Background: an optimization exercise with open tools, aiming at small area, a short achievable clock period and few clock cycles per item. Do not read the settings as production practice. Only simulation tests tie the RTL to the original design; equivalence was not proved. Power and IR drop assume default switching activity.

**design/flow/config.mk**
```make
export PLATFORM = sky130hd
export DESIGN_NAME = page_table_translate_lru_fifo_core
export DESIGN_NICKNAME = page_table_translate_lru_fifo_core
export VERILOG_FILES = /design/flow/design.v
export SDC_FILE = /design/flow/constraint.sdc
export NUM_CORES = 4
export LEC_CHECK = 0
export CAP_MARGIN = 20
export CORE_MARGIN = 2
export CORE_UTILIZATION = 40
export SLEW_MARGIN = 20
```
**design/flow/constraint.sdc**
```tcl
create_clock -name core_clock -period 6.5 [get_ports {clk}]
set_input_delay 1.3000 -clock core_clock [delete_from_list [all_inputs] [get_ports {clk}]]
set_output_delay 1.3000 -clock core_clock [all_outputs]
set_load 0.01 [all_outputs]
```
**design/flow/design.v**
```verilog
package pttl_pkg;
	localparam int MAX_ENTRIES_DEF = 16;
	localparam int ADDR_BITS_DEF   = 16;
	localparam int PS_W        = 16;
	localparam int CNT_CFG_W   = 5;
	localparam int FRAME_OUT_W = 4;
	localparam int PHYS_W      = 20;
	localparam int CFG_IDX_W   = 2;
	localparam int CFG_DATA_W  = 16;
	localparam int QUEUE_DEPTH = 2;
	localparam logic [PS_W-1:0]      PS_RESET      = PS_W'(256);
	localparam logic [CNT_CFG_W-1:0] ENTRIES_RESET = CNT_CFG_W'(16);
	typedef enum logic [CFG_IDX_W-1:0] {
		REG_PAGE_SIZE = 2'd0,
		REG_ENTRIES   = 2'd1,
		REG_POLICY    = 2'd2
	} cfg_reg_t;
	localparam logic POLICY_LRU  = 1'b0;
	localparam logic POLICY_FIFO = 1'b1;
	typedef struct packed {
		logic                   fault;
		logic [FRAME_OUT_W-1:0] frame;
		logic [PHYS_W-1:0]      phys;
	} res_t;
endpackage
module pttl_queue #(
	parameter int W = 8
) (
	input  logic         clk,
	input  logic         arst_n,
	input  logic         push,
	input  logic [W-1:0] wdata,
	output logic         full,
	input  logic         pop,
	output logic [W-1:0] rdata,
	output logic         empty
);
	localparam int PW = (pttl_pkg::QUEUE_DEPTH > 1) ? $clog2(pttl_pkg::QUEUE_DEPTH) : 1;
	localparam int CW = $clog2(pttl_pkg::QUEUE_DEPTH + 1);
	logic [W-1:0]  data_q [pttl_pkg::QUEUE_DEPTH];
	logic [PW-1:0] wr_ptr_q;
	logic [PW-1:0] rd_ptr_q;
	logic [CW-1:0] cnt_q;
	logic          do_push;
	logic          do_pop;
	assign full    = (cnt_q == CW'(pttl_pkg::QUEUE_DEPTH));
	assign empty   = (cnt_q == '0);
	assign do_push = push && !full;
	assign do_pop  = pop && !empty;
	assign rdata   = data_q[rd_ptr_q];
	always_ff @(posedge clk) begin
		if (do_push) begin
			data_q[wr_ptr_q] <= wdata;
		end
	end
	always_ff @(posedge clk or negedge arst_n) begin
		if (!arst_n) begin
			wr_ptr_q <= '0;
			rd_ptr_q <= '0;
			cnt_q    <= '0;
		end else begin
			if (do_push) begin
				wr_ptr_q <= (wr_ptr_q == PW'(pttl_pkg::QUEUE_DEPTH - 1)) ? '0 : wr_ptr_q + PW'(1);
			end
			if (do_pop) begin
				rd_ptr_q <= (rd_ptr_q == PW'(pttl_pkg::QUEUE_DEPTH - 1)) ? '0 : rd_ptr_q + PW'(1);
			end
			if (do_push && !do_pop) begin
				cnt_q <= cnt_q + CW'(1);
			end else if (do_pop && !do_push) begin
				cnt_q <= cnt_q - CW'(1);
			end
		end
	end
endmodule
module pttl_front #(
	parameter int ADDR_BITS = pttl_pkg::ADDR_BITS_DEF
) (
	input  logic                                   clk,
	input  logic                                   arst_n,
	input  logic                                   push,
	input  logic [ADDR_BITS-1:0]                   virtual_address,
	output logic                                   full,
	input  logic [pttl_pkg::PS_W-1:0]              page_size,
	output logic                                   out_push,
	output logic [ADDR_BITS+2*pttl_pkg::PS_W-1:0]  out_data,
	input  logic                                   out_full
);
	localparam int PS_W = pttl_pkg::PS_W;
	localparam int NW   = $clog2(ADDR_BITS + 1);
	typedef enum logic [1:0] {
		F_IDLE,
		F_DIV,
		F_PUSH
	} fstate_t;
	fstate_t              state_q;
	logic [NW-1:0]        cnt_q;
	logic [ADDR_BITS-1:0] dvd_q;
	logic [PS_W-1:0]      rem_q;
	logic [PS_W-1:0]      ps_q;
	logic [PS_W:0]        trial;
	logic [PS_W:0]        diff;
	logic                 ge;
	assign trial = {rem_q, dvd_q[ADDR_BITS-1]};
	assign diff  = trial - {1'b0, ps_q};
	assign ge    = (trial >= {1'b0, ps_q});
	assign full     = (state_q != F_IDLE);
	assign out_push = (state_q == F_PUSH);
	assign out_data = {dvd_q, rem_q, ps_q};
	always_ff @(posedge clk or negedge arst_n) begin
		if (!arst_n) begin
			state_q <= F_IDLE;
			cnt_q   <= '0;
		end else begin
			case (state_q)
				F_IDLE: begin
					if (push) begin
						dvd_q   <= virtual_address;
						rem_q   <= '0;
						ps_q    <= (page_size == '0) ? PS_W'(1) : page_size;
						cnt_q   <= NW'(ADDR_BITS);
						state_q <= F_DIV;
					end
				end
				F_DIV: begin
					dvd_q <= {dvd_q[ADDR_BITS-2:0], ge};
					rem_q <= ge ? diff[PS_W-1:0] : trial[PS_W-1:0];
					cnt_q <= cnt_q - NW'(1);
					if (cnt_q == NW'(1)) begin
						state_q <= F_PUSH;
					end
				end
				F_PUSH: begin
					if (!out_full) begin
						state_q <= F_IDLE;
					end
				end
				default: begin
					state_q <= F_IDLE;
				end
			endcase
		end
	end
endmodule
module pttl_table #(
	parameter int MAX_ENTRIES = pttl_pkg::MAX_ENTRIES_DEF,
	parameter int ADDR_BITS   = pttl_pkg::ADDR_BITS_DEF
) (
	input  logic                                  clk,
	input  logic                                  arst_n,
	input  logic                                  in_empty,
	input  logic [ADDR_BITS+2*pttl_pkg::PS_W-1:0] in_data,
	output logic                                  in_pop,
	input  logic [$clog2(MAX_ENTRIES+1)-1:0]      slots,
	input  logic                                  policy,
	output logic                                  out_push,
	output pttl_pkg::res_t                        out_res,
	input  logic                                  out_full
);
	localparam int PS_W = pttl_pkg::PS_W;
	localparam int CW   = $clog2(MAX_ENTRIES + 1);
	localparam int CW1  = CW + 1;
	localparam int FOW  = pttl_pkg::FRAME_OUT_W;
	localparam int PHW  = pttl_pkg::PHYS_W;
	localparam int FW   = (MAX_ENTRIES > 1) ? $clog2(MAX_ENTRIES) : 1;
	localparam int EW   = ADDR_BITS + FW;
	localparam int MW   = FW + PS_W + 1;
	typedef enum logic [2:0] {
		ST_IDLE,
		ST_CHECK,
		ST_CMP,
		ST_MUL,
		ST_EVICT,
		ST_SH_RD,
		ST_SH_WR,
		ST_DONE
	} bstate_t;
	bstate_t              state_q;
	logic [CW-1:0]        idx_q;
	logic [CW-1:0]        vc_q;
	logic [ADDR_BITS-1:0] page_q;
	logic [PS_W-1:0]      off_q;
	logic [PS_W-1:0]      ps_q;
	logic [FW-1:0]        keep_q;
	pttl_pkg::res_t       res_q;
	logic [EW-1:0] mem [MAX_ENTRIES];
	logic [EW-1:0] rd_q;
	logic [FW-1:0] rd_addr;
	logic          wr_en;
	logic [FW-1:0] wr_addr;
	logic [EW-1:0] wr_data;
	logic [CW-1:0]        lim;
	logic [CW:0]          nxt;
	logic [ADDR_BITS-1:0] rd_page;
	logic [FW-1:0]        rd_frame;
	logic [MW-1:0]        phys_full;
	assign lim      = (vc_q < slots) ? vc_q : slots;
	assign nxt      = CW1'(idx_q) + CW1'(1);
	assign rd_page  = rd_q[EW-1:FW];
	assign rd_frame = rd_q[FW-1:0];
	assign phys_full = MW'(keep_q) * MW'(ps_q) + MW'(off_q);
	assign in_pop   = (state_q == ST_IDLE) && !in_empty;
	assign out_push = (state_q == ST_DONE) && !out_full;
	assign out_res  = res_q;
	always_comb begin
		rd_addr = idx_q[FW-1:0];
		wr_en   = 1'b0;
		wr_addr = idx_q[FW-1:0];
		wr_data = {page_q, keep_q};
		case (state_q)
			ST_CHECK: begin
				if (idx_q == slots) begin
					rd_addr = '0;
				end else if (idx_q >= vc_q) begin
					wr_en   = 1'b1;
					wr_data = {page_q, idx_q[FW-1:0]};
				end
			end
			ST_SH_RD: begin
				if (nxt < CW1'(lim)) begin
					rd_addr = FW'(nxt);
				end else begin
					wr_en = 1'b1;
				end
			end
			ST_SH_WR: begin
				wr_en   = 1'b1;
				wr_data = rd_q;
			end
			default: begin
			end
		endcase
	end
	always_ff @(posedge clk) begin
		if (wr_en) begin
			mem[wr_addr] <= wr_data;
		end
		rd_q <= mem[rd_addr];
	end
	always_ff @(posedge clk or negedge arst_n) begin
		if (!arst_n) begin
			state_q <= ST_IDLE;
			vc_q    <= '0;
			idx_q   <= '0;
		end else begin
			case (state_q)
				ST_IDLE: begin
					if (!in_empty) begin
						page_q  <= in_data[ADDR_BITS+2*PS_W-1:2*PS_W];
						off_q   <= in_data[2*PS_W-1:PS_W];
						ps_q    <= in_data[PS_W-1:0];
						idx_q   <= '0;
						state_q <= ST_CHECK;
					end
				end
				ST_CHECK: begin
					if (idx_q == slots) begin
						state_q <= ST_EVICT;
					end else if (idx_q >= vc_q) begin
						vc_q    <= vc_q + CW'(1);
						res_q   <= {1'b1, FOW'(idx_q), PHW'(0)};
						state_q <= ST_DONE;
					end else begin
						state_q <= ST_CMP;
					end
				end
				ST_CMP: begin
					if (rd_page == page_q) begin
						keep_q  <= rd_frame;
						state_q <= ST_MUL;
					end else begin
						idx_q   <= idx_q + CW'(1);
						state_q <= ST_CHECK;
					end
				end
				ST_MUL: begin
					res_q   <= {1'b0, FOW'(keep_q), PHW'(phys_full)};
					state_q <= (policy == pttl_pkg::POLICY_LRU) ? ST_SH_RD : ST_DONE;
				end
				ST_EVICT: begin
					keep_q  <= rd_frame;
					res_q   <= {1'b1, FOW'(rd_frame), PHW'(0)};
					idx_q   <= '0;
					state_q <= ST_SH_RD;
				end
				ST_SH_RD: begin
					state_q <= (nxt < CW1'(lim)) ? ST_SH_WR : ST_DONE;
				end
				ST_SH_WR: begin
					idx_q   <= idx_q + CW'(1);
					state_q <= ST_SH_RD;
				end
				ST_DONE: begin
					if (!out_full) begin
						state_q <= ST_IDLE;
					end
				end
				default: begin
					state_q <= ST_IDLE;
				end
			endcase
		end
	end
endmodule
module page_table_translate_lru_fifo_core #(
	parameter int MAX_ENTRIES = pttl_pkg::MAX_ENTRIES_DEF,
	parameter int ADDR_BITS   = pttl_pkg::ADDR_BITS_DEF
) (
	input  logic                              clk,
	input  logic                              arst_n,
	input  logic                              push,
	output logic                              full,
	input  logic [ADDR_BITS-1:0]              virtual_address,
	output logic                              empty,
	input  logic                              pop,
	output logic                              fault,
	output logic [pttl_pkg::FRAME_OUT_W-1:0]  frame,
	output logic [pttl_pkg::PHYS_W-1:0]       physical_address,
	input  logic                              cfg_valid,
	output logic                              cfg_ready,
	input  logic [pttl_pkg::CFG_IDX_W-1:0]    cfg_index,
	input  logic [pttl_pkg::CFG_DATA_W-1:0]   cfg_data
);
	localparam int PS_W  = pttl_pkg::PS_W;
	localparam int CW    = $clog2(MAX_ENTRIES + 1);
	localparam int MID_W = ADDR_BITS + 2 * PS_W;
	localparam int RES_W = 1 + pttl_pkg::FRAME_OUT_W + pttl_pkg::PHYS_W;
	logic [PS_W-1:0]                page_size_q;
	logic [pttl_pkg::CNT_CFG_W-1:0] entries_q;
	logic                           policy_q;
	logic [CW-1:0]                  slots;
	logic             mid_push;
	logic [MID_W-1:0] mid_wdata;
	logic             mid_full;
	logic             mid_pop;
	logic [MID_W-1:0] mid_rdata;
	logic             mid_empty;
	logic             res_push;
	pttl_pkg::res_t   res_wdata;
	logic             res_full;
	logic [RES_W-1:0] res_rdata;
	pttl_pkg::res_t   res_head;
	assign cfg_ready = 1'b1;
	always_ff @(posedge clk or negedge arst_n) begin
		if (!arst_n) begin
			page_size_q <= pttl_pkg::PS_RESET;
			entries_q   <= pttl_pkg::ENTRIES_RESET;
			policy_q    <= pttl_pkg::POLICY_LRU;
		end else if (cfg_valid) begin
			case (cfg_index)
				pttl_pkg::REG_PAGE_SIZE: page_size_q <= cfg_data[PS_W-1:0];
				pttl_pkg::REG_ENTRIES:   entries_q   <= cfg_data[pttl_pkg::CNT_CFG_W-1:0];
				pttl_pkg::REG_POLICY:    policy_q    <= cfg_data[0];
				default: begin
				end
			endcase
		end
	end
	always_comb begin
		if (entries_q == '0) begin
			slots = CW'(1);
		end else if (32'(entries_q) > MAX_ENTRIES) begin
			slots = CW'(MAX_ENTRIES);
		end else begin
			slots = CW'(entries_q);
		end
	end
	pttl_front #(
		.ADDR_BITS(ADDR_BITS)
	) u_front (
		.clk            (clk),
		.arst_n         (arst_n),
		.push           (push),
		.virtual_address(virtual_address),
		.full           (full),
		.page_size      (page_size_q),
		.out_push       (mid_push),
		.out_data       (mid_wdata),
		.out_full       (mid_full)
	);
	pttl_queue #(
		.W(MID_W)
	) u_mid_queue (
		.clk   (clk),
		.arst_n(arst_n),
		.push  (mid_push),
		.wdata (mid_wdata),
		.full  (mid_full),
		.pop   (mid_pop),
		.rdata (mid_rdata),
		.empty (mid_empty)
	);
	pttl_table #(
		.MAX_ENTRIES(MAX_ENTRIES),
		.ADDR_BITS  (ADDR_BITS)
	) u_table (
		.clk     (clk),
		.arst_n  (arst_n),
		.in_empty(mid_empty),
		.in_data (mid_rdata),
		.in_pop  (mid_pop),
		.slots   (slots),
		.policy  (policy_q),
		.out_push(res_push),
		.out_res (res_wdata),
		.out_full(res_full)
	);
	pttl_queue #(
		.W(RES_W)
	) u_res_queue (
		.clk   (clk),
		.arst_n(arst_n),
		.push  (res_push),
		.wdata (res_wdata),
		.full  (res_full),
		.pop   (pop),
		.rdata (res_rdata),
		.empty (empty)
	);
	assign res_head         = res_rdata;
	assign fault            = res_head.fault;
	assign frame            = res_head.frame;
	assign physical_address = res_head.phys;
endmodule
```
**design/flow/run.sh**
```bash
#!/bin/bash
# synth_recipe.tcl (not shown) runs the flow's synth.tcl, then flattens the netlist and writes it again
# the make line also repeats each setting of config.mk as NAME=value (left out here)
make -C /OpenROAD-flow-scripts/flow DESIGN_CONFIG=/design/flow/config.mk WORK_HOME=/design/flow/orfs CLKGATE_MAP_FILE= SYNTH_SCRIPT=/design/flow/synth_recipe.tcl finish
```
==> impl_results.md <==
* Status: complete, no violations
* I/O Pins at 67
* Min Clock Period, post-route at between 5000 and 6000 ps
* Die H at about 270 um
* Number of global-route vias before repair at 16.06k
* DR vias at 15.63k
* Fillcell total at between 6k and 7k
* Worst hold path type: flip-flop to flip-flop
* First-pass GRT wire length at 97.21 mm
* Adder-cell share of the synthesized area at 5.915%
* XOR/XNOR Fraction of Synth Area at 1.639%
* Worst hold slack at 445.7 ps
* P per Cell Area at 466.9 nW/um2
* Sequential area share after synthesis at 67.24%
* Count leader, synth: edfxtp_1
* P_leak at between 10 and 15 nW
* Setup ws final at 1165 ps
* MaxCap Viol Count at 0
* Post-Syn Area per Cell at 15.85 um2
* Rows at 98
* GRT Util Overall at between 15 and 20%
* Clk pin slew, worst setup/hold paths at 60 ps
* Synth Flop Type: edfxtp_1
* Mapped Area at 28850 um2
* Vias per cell at 5.324
* YS warnings at 5
* Syn nets at 1969
* RSZ-0062 raised after global routing: false
* Setup_tns at 0 ps
* Fraction of synthesized area in multiplexers at 10.62%
* Largest family of logic cells by synthesized area: multiplexers
* GP Congestion at roughly 0.81
* Crit-path max FO at 13
* # resized after CTS at 0
* Area of the multi-input gates at 8786 um2
* GRT Residual Overflow at 0
* Clk buf depth at 3
* Antenna Nets Post-Route at 0
* Arr. time, crit path at just under 6000 ps
* Clock skew at roughly 31 ps
* Core area at 71490 um2
* Final WL at between 60 and 70 mm
* Max Clock Freq at 0.1874 GHz
* Fin nets at 2077
* Number of synthesized flops with an enable pin at 591
* Hpwl dp at 41.07 mm
* Critical Path Source Type: flip-flop
* Clock Power Share at between 20% and 30%
* H-tree Lvls at 3
* Post-CTS setup buffer count at 0
* Rel. slew slack at 25.24%
* Hold_buf cts at 0
* PortBufs at 65
* Post-synth top cells: edfxtp_1 (591), nand2_1 (176), inv_1 (103)
* Dominant cell type by area after synthesis: edfxtp_1
* WL/cell at between 20 and 25 um
* Power Internal at 10.45 mW
* TritonCTS Buffers at 70
* Root buf cell: clkbuf_16
* Post-Synth Simple-Gate Area at 6.969%
* First DRT Iteration DRCs at between 1k and 1.5k
* Layout cells sized above 1 at 18.94%
* Sequential Power Share at 39.4%
* Largest net degree at the start of global routing at 53
* First-pass DRT Iterations at 7
* Die X at about 270 um
* CP Capture Type: flip-flop
* Gate Count Post-Synth at 1820
* Synth Area in Compound Gates at about 4.6%
* Switching pwr at 5.056 mW
* Worst-Margin Slew at approximately 1100 ps
* ANT cells at 0
* DRC at 0
* Final Hold Vio Count at 0
* Area delta synth->final at 15.10%
* #FFs+latches synth at 661
* Register Area at 19400 um2
* CP Data Required Time at 6980 ps
* CTS tree: built
* Die area at ~74000 um2
* Initial core utilization at 40.36%
* Area share of the largest cell type after synthesis at 61.51%
* Combinational share of power at 35.0%
* Later-pin clock latency in the skew report at just over 600 ps
* Main area contributors after synthesis: edfxtp_1 (62%), mux4_2 (5.2%), dfrtp_1 (4.2%)
* Worst Path Class, Setup: flip-flop to flip-flop
* Asr flop ratio synth at about 7.6%
* Synth cell types at 78
* Final Cycle Share at 82.08%
* CTS Sinks at 661
* Slew Viols, Final at 0
* Worst vdd ir at 0.0002493 V
* Switching Fraction at between 30% and 40%
* Initial antenna violation count at 0
* Final setup vio count at 0
* Setup Slack @ Placement at 1226 ps
[power groups by stage]
stage | combinational, mW | sequential [mW] | clock (mW)
global placement | 5.31 | 6.16 | 0
CTS | 5.48 | 6.10 | 4.05
detailed placement | 5.44 | 6.19 | 0
global route | 5.99 | 6.18 | 4.22
floorplan | 4.09 | 5.95 | 0
finish | 5.43 | 6.10 | 3.97
[cells in the final DEF, fill, tap and decap left out, drive strengths merged, types with 6 or more instances in the layout]
cell           netlist  final
inv                103    107
nor3b               12     12
ha                  66     66
dfrtp               48     48
nand4                9      9
mux2                96     96
clkbuf              49     92
clkdlybuf4s50        0     64
nand2b              10     10
mux4                79     79
dfxtp               20     20
fa                  44     44
nand3               37     37
nor2b               10     10
a21o                19     19
xnor2               26     26
o21a                 8      8
o22ai                9      9
or3                 10     10
clkinvlp             0      6
nor3                20     20
and2                26     26
clkinv               2     24
buf                 35     58
nor2                58     58
xor2                28     28
o21ai               27     27
or2                  6      6
nor4                11     11
a22oi               20     20
a21oi               40     40
and3                10     10
nand2              177    177
edfxtp             591    591
o211ai              25     25
mux2i               16     16
a211oi               7      7
[registers in the layout, summed over array words and instances (netlist names), 3 cells and up]
name,cells
u_mid_queue.data_q,96
entries_q,5
page_size_q,16
u_table.state_q,3
u_table.rd_q,20
u_front.rem_q,16
u_front.ps_q,16
u_table.ps_q,16
u_table.page_q,16
u_table.idx_q,5
u_table.keep_q,4
u_front.dvd_q,16
u_table.off_q,16
u_res_queue.data_q,50
u_table.vc_q,5
u_front.cnt_q,5
u_table.mem,320
u_table.res_q,25
[final cells by class]
| type | instances | area share [%] |
|---|---|---|
| Sequential cell | 661 | 58.42 |
| Multi-Input combinational cell | 968 | 26.46 |
| Clock buffer | 92 | 5.874 |
| Tap cell | 950 | 3.579 |
| Timing Repair Buffer | 122 | 3.368 |
| Inverter | 105 | 1.187 |
| Clock inverter | 37 | 1.111 |
[per-layer routing]
metal / vias up / share of wire (%) / track usage [%]
met2: 401 / 46 / 26.90
met3: 93 / 5.0 / 2.610
li1: 7091 / - / -
met4: 0 / 2.3 / 5.292
met5: - / 0 / 0
met1: 8040 / 46 / 25.13
[metrics by stage]
stage	power, mW	cells	cell area, um2	utilization, %
after CTS	15.63	2935	33200	46.44
after detailed placement	11.63	2806	30880	43.20
after floorplan	10.04	1820	28850	-
final	15.50	2935	33210	46.46
after global routing	16.39	2935	33210	46.46
after global placement	11.47	2805	30870	43.18
[cell families (layout without fill, tap and decap cells)]
kind of cell | count (synthesis) | in the layout
AOI/OAI and AO/OA | 197 | 197
xor gates and xnor gates | 54 | 54
adders and majority gates | 110 | 110
buffers and inverters | 191 | 356
DFF | 661 | 661
muxes | 191 | 191
other | 1 | 1
and+or+nand+nor | 415 | 415
[worst max-delay path, cell delays in order, from the launching register on]
cell	delay, ps
dfstp_2	590
inv_1	110
ha_1	350
a21oi_1	240
and2_1	150
o21ai_1	160
nor2_1	140
a31oi_1	60
ha_1	320
a21o_1	170
a221oi_1	350
o31a_1	270
a21oi_1	130
o31ai_4	900
buf_4	360
mux4_1	570
a22oi_1	200
o211ai_1	100
[path summary, 6_finish.rpt]
kind                                            start                            endpoint  slack [ps]  depth (start not counted)
setup / recovery             entries_q[4]$_DFFE_PN1P_             u_table.rd_q[4]$_DFF_P_        1160                         17
max in group asynchronous                      arst_n    u_mid_queue.rd_ptr_q$_DFFE_PN0P_        5130                          2
min in group asynchronous                      arst_n        u_front.cnt_q[4]$_DFFE_PN0P_         860                          2
setup reg to reg             entries_q[4]$_DFFE_PN1P_             u_table.rd_q[4]$_DFF_P_        1160                         17
hold / removal             u_table.res_q[1]$_DFFE_PP_  u_res_queue.data_q[0][1]$_DFFE_PP_         450                          0
hold reg to reg            u_table.res_q[1]$_DFFE_PP_  u_res_queue.data_q[0][1]$_DFFE_PP_         450                          0
Testbench counts, summed over its fixed seeds: cycles 238,364, items 7,251.

-- separate check: timing with driven ports --
No port has a modelled driver above. Below, the same layout with a new extraction and two added sets of constraints. Step 1 sets driving cells, clkbuf_16 on the clock port and buf_2 on the other inputs (assumed; they add their load-dependent delay and slew). Step 2 moves the port delays by t, midway between the first and last clock arrival at a register: inputs arrive t later, outputs are due t later. That takes back most of the time a late clock gives input paths. Three values: no drivers, after step 1, after step 2; two values: the first two.
shift t [ns]: 0.652
setup WS [ns]: 1.165 / 1.165 / 1.165
worst setup path at the end: register to register
slew at the worst register clock pin (ns): 0.06 / 0.06
worst slew at a driven data input, ns: 0.04
After both steps setup and hold are still met in this run. The setup slack of this run moves by 0.000 ns with the drivers and by 0.000 ns with both steps.
